This design comes from an exercise in tuning for small area on the open sky130 flow, not from production work.
RTL that was checked went through simulation tests only; none was proved equivalent to the original.
Power figures rest on the tool's default switching activity, not on a simulated workload. The clock port is modelled as an ideal driver; clocking choices that lean on that would not hold on a real chip.

Setup of main:
==> flow/design.v <==
module sha256_msg_padder #(
  parameter int MAX_NIB = 128,
  parameter int CNT_W   = 8
) (
  input  logic         clk,
  input  logic         rst_n,
  input  logic         in_valid,
  output logic         in_ready,
  input  logic [3:0]   in_nibble,
  input  logic         in_last,
  output logic         blk_valid,
  input  logic         blk_ready,
  output logic [511:0] blk_data,
  output logic         blk_last,
  output logic [63:0]  msg_bits,
  output logic         ovf,
  output logic [1:0]   dbg_state
);
  logic         col_q;      
  logic         pad_q;      
  logic         off_q;      
  logic         mark_q;     
  logic         sec;        
  logic [6:0]   cnt;        
  logic [7:0]   len;        
  logic         ovf_q;
  logic [511:0] sr;
  logic [7:0]   cnt_inc;
  logic         two;        
  logic         fin;        
  logic         nib_xfer;
  logic         sh, hd;
  logic [3:0]   pad_nib;
  logic [3:0]   sh_in;
  logic         end_msg;
  logic         full;
  assign cnt_inc  = {1'b0, cnt} + 8'd1;
  assign full     = &cnt;
  assign two      = len[7] | (&len[6:4]);
  assign fin      = sec | ~two;
  assign in_ready = col_q;
  assign nib_xfer = col_q & in_valid;
  assign sh       = nib_xfer | pad_q;
  assign hd       = off_q | (col_q & ~in_valid);
  assign end_msg  = in_last | full;
  always_comb begin
    pad_nib = 4'h0;
    if (mark_q) begin
      pad_nib = 4'h8;
    end else if (fin && (cnt[6:2] == 5'h1f)) begin
      case (cnt[1:0])
        2'd1:    pad_nib = {2'b00, len[7:6]};
        2'd2:    pad_nib = len[5:2];
        2'd3:    pad_nib = {len[1:0], 2'b00};
        default: pad_nib = 4'h0;
      endcase
    end
  end
  assign sh_in = col_q ? in_nibble : pad_nib;
  always_ff @(posedge clk) begin
    sr <= ({512{sh}} & {sr[507:0], sh_in}) | ({512{hd}} & sr);
  end
  always_ff @(posedge clk) begin
    if (nib_xfer && end_msg) len <= cnt_inc;
  end
  always_ff @(posedge clk or negedge rst_n) begin
    if (!rst_n) begin
      col_q  <= 1'b1;
      pad_q  <= 1'b0;
      off_q  <= 1'b0;
      mark_q <= 1'b0;
      sec    <= 1'b0;
      cnt    <= '0;
      ovf_q  <= 1'b0;
    end else begin
      ovf_q <= nib_xfer & full & ~in_last;
      if (sh) cnt <= cnt_inc[6:0];
      if (nib_xfer && end_msg) begin
        col_q  <= 1'b0;
        pad_q  <= ~full;
        off_q  <= full;
        mark_q <= ~full;
      end
      if (pad_q) begin
        mark_q <= 1'b0;
        if (full) begin
          pad_q <= 1'b0;
          off_q <= 1'b1;
        end
      end
      if (off_q && blk_ready) begin
        off_q <= 1'b0;
        if (fin) begin
          col_q <= 1'b1;
          sec   <= 1'b0;
        end else begin
          pad_q  <= 1'b1;
          mark_q <= len[7];
          sec    <= 1'b1;
        end
      end
    end
  end
  assign blk_valid = off_q;
  assign blk_data  = sr;
  assign blk_last  = fin;
  assign msg_bits  = {54'd0, len, 2'b00};
  assign ovf       = ovf_q;
  assign dbg_state = {off_q & sec, off_q & ~sec};
endmodule
Settings: LEC_CHECK=0, CAP_MARGIN=20, CORE_AREA=2 2 170 170, DIE_AREA=0 0 172 172, SLEW_MARGIN=20; clock period 6.5 ns.
standard.sh (not shown) runs the stock make flow with config.mk's settings and CLKGATE_MAP_FILE= SYNTH_SCRIPT=/design/flow/synth_recipe.tcl, a recipe that flattens the netlist after the stock synthesis.
==> flow/flow/run.sh <==
#!/bin/bash
# Standard layout, with the port buffers taken as the smallest buffer cell and
# a clock tree of larger sink clusters without dummy loads.
set -euo pipefail
export BUFFER_PORTS_ARGS="-buffer_cell sky130_fd_sc_hd__buf_1"
export CTS_ARGS="-sink_clustering_enable -repair_clock_nets -dont_use_dummy_load -sink_clustering_size 30 -sink_clustering_max_diameter 80 -buf_list sky130_fd_sc_hd__clkbuf_16"
bash standard.sh finish > standard.log 2>&1
What the feature branch does differently from main at the input level:
==> flow/design.v <==
module sha256_msg_padder #(
  parameter int MAX_NIB = 128,
  parameter int CNT_W   = 8
) (
  input  logic         clk,
  input  logic         rst_n,
  input  logic         in_valid,
  output logic         in_ready,
  input  logic [3:0]   in_nibble,
  input  logic         in_last,
  output logic         blk_valid,
  input  logic         blk_ready,
  output logic [511:0] blk_data,
  output logic         blk_last,
  output logic [63:0]  msg_bits,
  output logic         ovf,
  output logic [1:0]   dbg_state
);
  logic         pad_q;      
  logic         off_q;      
  logic         mark_q;     
  logic         sec;        
  logic [6:0]   cnt;        
  logic [7:0]   len;        
  logic         ovf_q;
  logic [511:0] sr;
  logic [7:0]   cnt_inc;
  logic         col;        
  logic         two;        
  logic         fin;        
  logic         nib_xfer;
  logic         msg_end;    
  logic         next_blk;   
  logic         sh, hd;
  logic [3:0]   pad_nib;
  logic [3:0]   sh_in;
  logic         full;
  assign cnt_inc  = {1'b0, cnt} + 8'd1;
  assign full     = &cnt;
  assign two      = len[7] | (&len[6:4]);
  assign fin      = sec | ~two;
  assign col      = ~pad_q & ~off_q;
  assign in_ready = col;
  assign nib_xfer = col & in_valid;
  assign msg_end  = nib_xfer & (in_last | full);
  assign next_blk = off_q & blk_ready & ~fin;
  assign sh       = nib_xfer | pad_q;
  assign hd       = off_q | (col & ~in_valid);
  always_comb begin
    pad_nib = 4'h0;
    if (mark_q) begin
      pad_nib = 4'h8;
    end else if (fin && (cnt[6:2] == 5'h1f)) begin
      case (cnt[1:0])
        2'd1:    pad_nib = {2'b00, len[7:6]};
        2'd2:    pad_nib = len[5:2];
        2'd3:    pad_nib = {len[1:0], 2'b00};
        default: pad_nib = 4'h0;
      endcase
    end
  end
  assign sh_in = col ? in_nibble : pad_nib;
  always_ff @(posedge clk) begin
    sr <= ({512{sh}} & {sr[507:0], sh_in}) | ({512{hd}} & sr);
  end
  always_ff @(posedge clk) begin
    if (msg_end) len <= cnt_inc;
    if (msg_end) sec <= 1'b0;
    else if (next_blk) sec <= 1'b1;
    mark_q <= (msg_end & ~full) | (next_blk & len[7]);
  end
  always_ff @(posedge clk or negedge rst_n) begin
    if (!rst_n) begin
      pad_q <= 1'b0;
      off_q <= 1'b0;
      cnt   <= '0;
      ovf_q <= 1'b0;
    end else begin
      ovf_q <= nib_xfer & full & ~in_last;
      if (sh) cnt <= cnt_inc[6:0];
      pad_q <= (msg_end & ~full) | next_blk | (pad_q & ~full);
      off_q <= (msg_end & full) | (pad_q & full) | (off_q & ~blk_ready);
    end
  end
  assign blk_valid = off_q;
  assign blk_data  = sr;
  assign blk_last  = fin;
  assign msg_bits  = {54'd0, len, 2'b00};
  assign ovf       = ovf_q;
  assign dbg_state = {off_q & sec, off_q & ~sec};
endmodule
Notes after the runs:
Part of the total power dissipated in combinational logic: the feature branch > main. The feature branch and main ended up with roughly the same adder and majority gate portion of the synthesized area. The feature branch and main ended up with nearly the same routed wire length. Taking main as the reference, in the feature branch mean area per synthesized cell lower; sum of buffers and inverters on the critical path lower; met2 capacity usage during global routing higher; cell area higher.
The RTL of the feature branch was laid out without a check of its function.

## what the ideal ports hide
Ports are ideal in the flow. The routed layouts listed here were re-timed in OpenROAD. Step 1: set_driving_cell puts a clkbuf_16 on clk and a buf_2 on each other input, an assumption about the parent block. Step 2, shift: input delay + t, output delay - t, t = (earliest + latest rising clock arrival at the registers) / 2. This alone moves slack from input paths to output paths. Slacks: ideal ports / drivers / drivers and shift; pairs: ideal ports / drivers.
run | shift t [ns] | setup slack, ns | clock arrival spread, ns | worst register clock-pin slew, ns | pins driven straight from the clock port
main | 0.583 | 3.536 / 3.545 / 2.963 | 0.020 / 0.019 | 0.11 / 0.11 | 1
the feature branch | 0.589 | 3.188 / 3.136 / 3.237 | 0.021 / 0.021 | 0.11 / 0.11 | 1
After both steps every run listed still meets setup and hold. The setup slack of main, which loses most, moves by +0.009 ns with the drivers and by -0.573 ns with both steps.
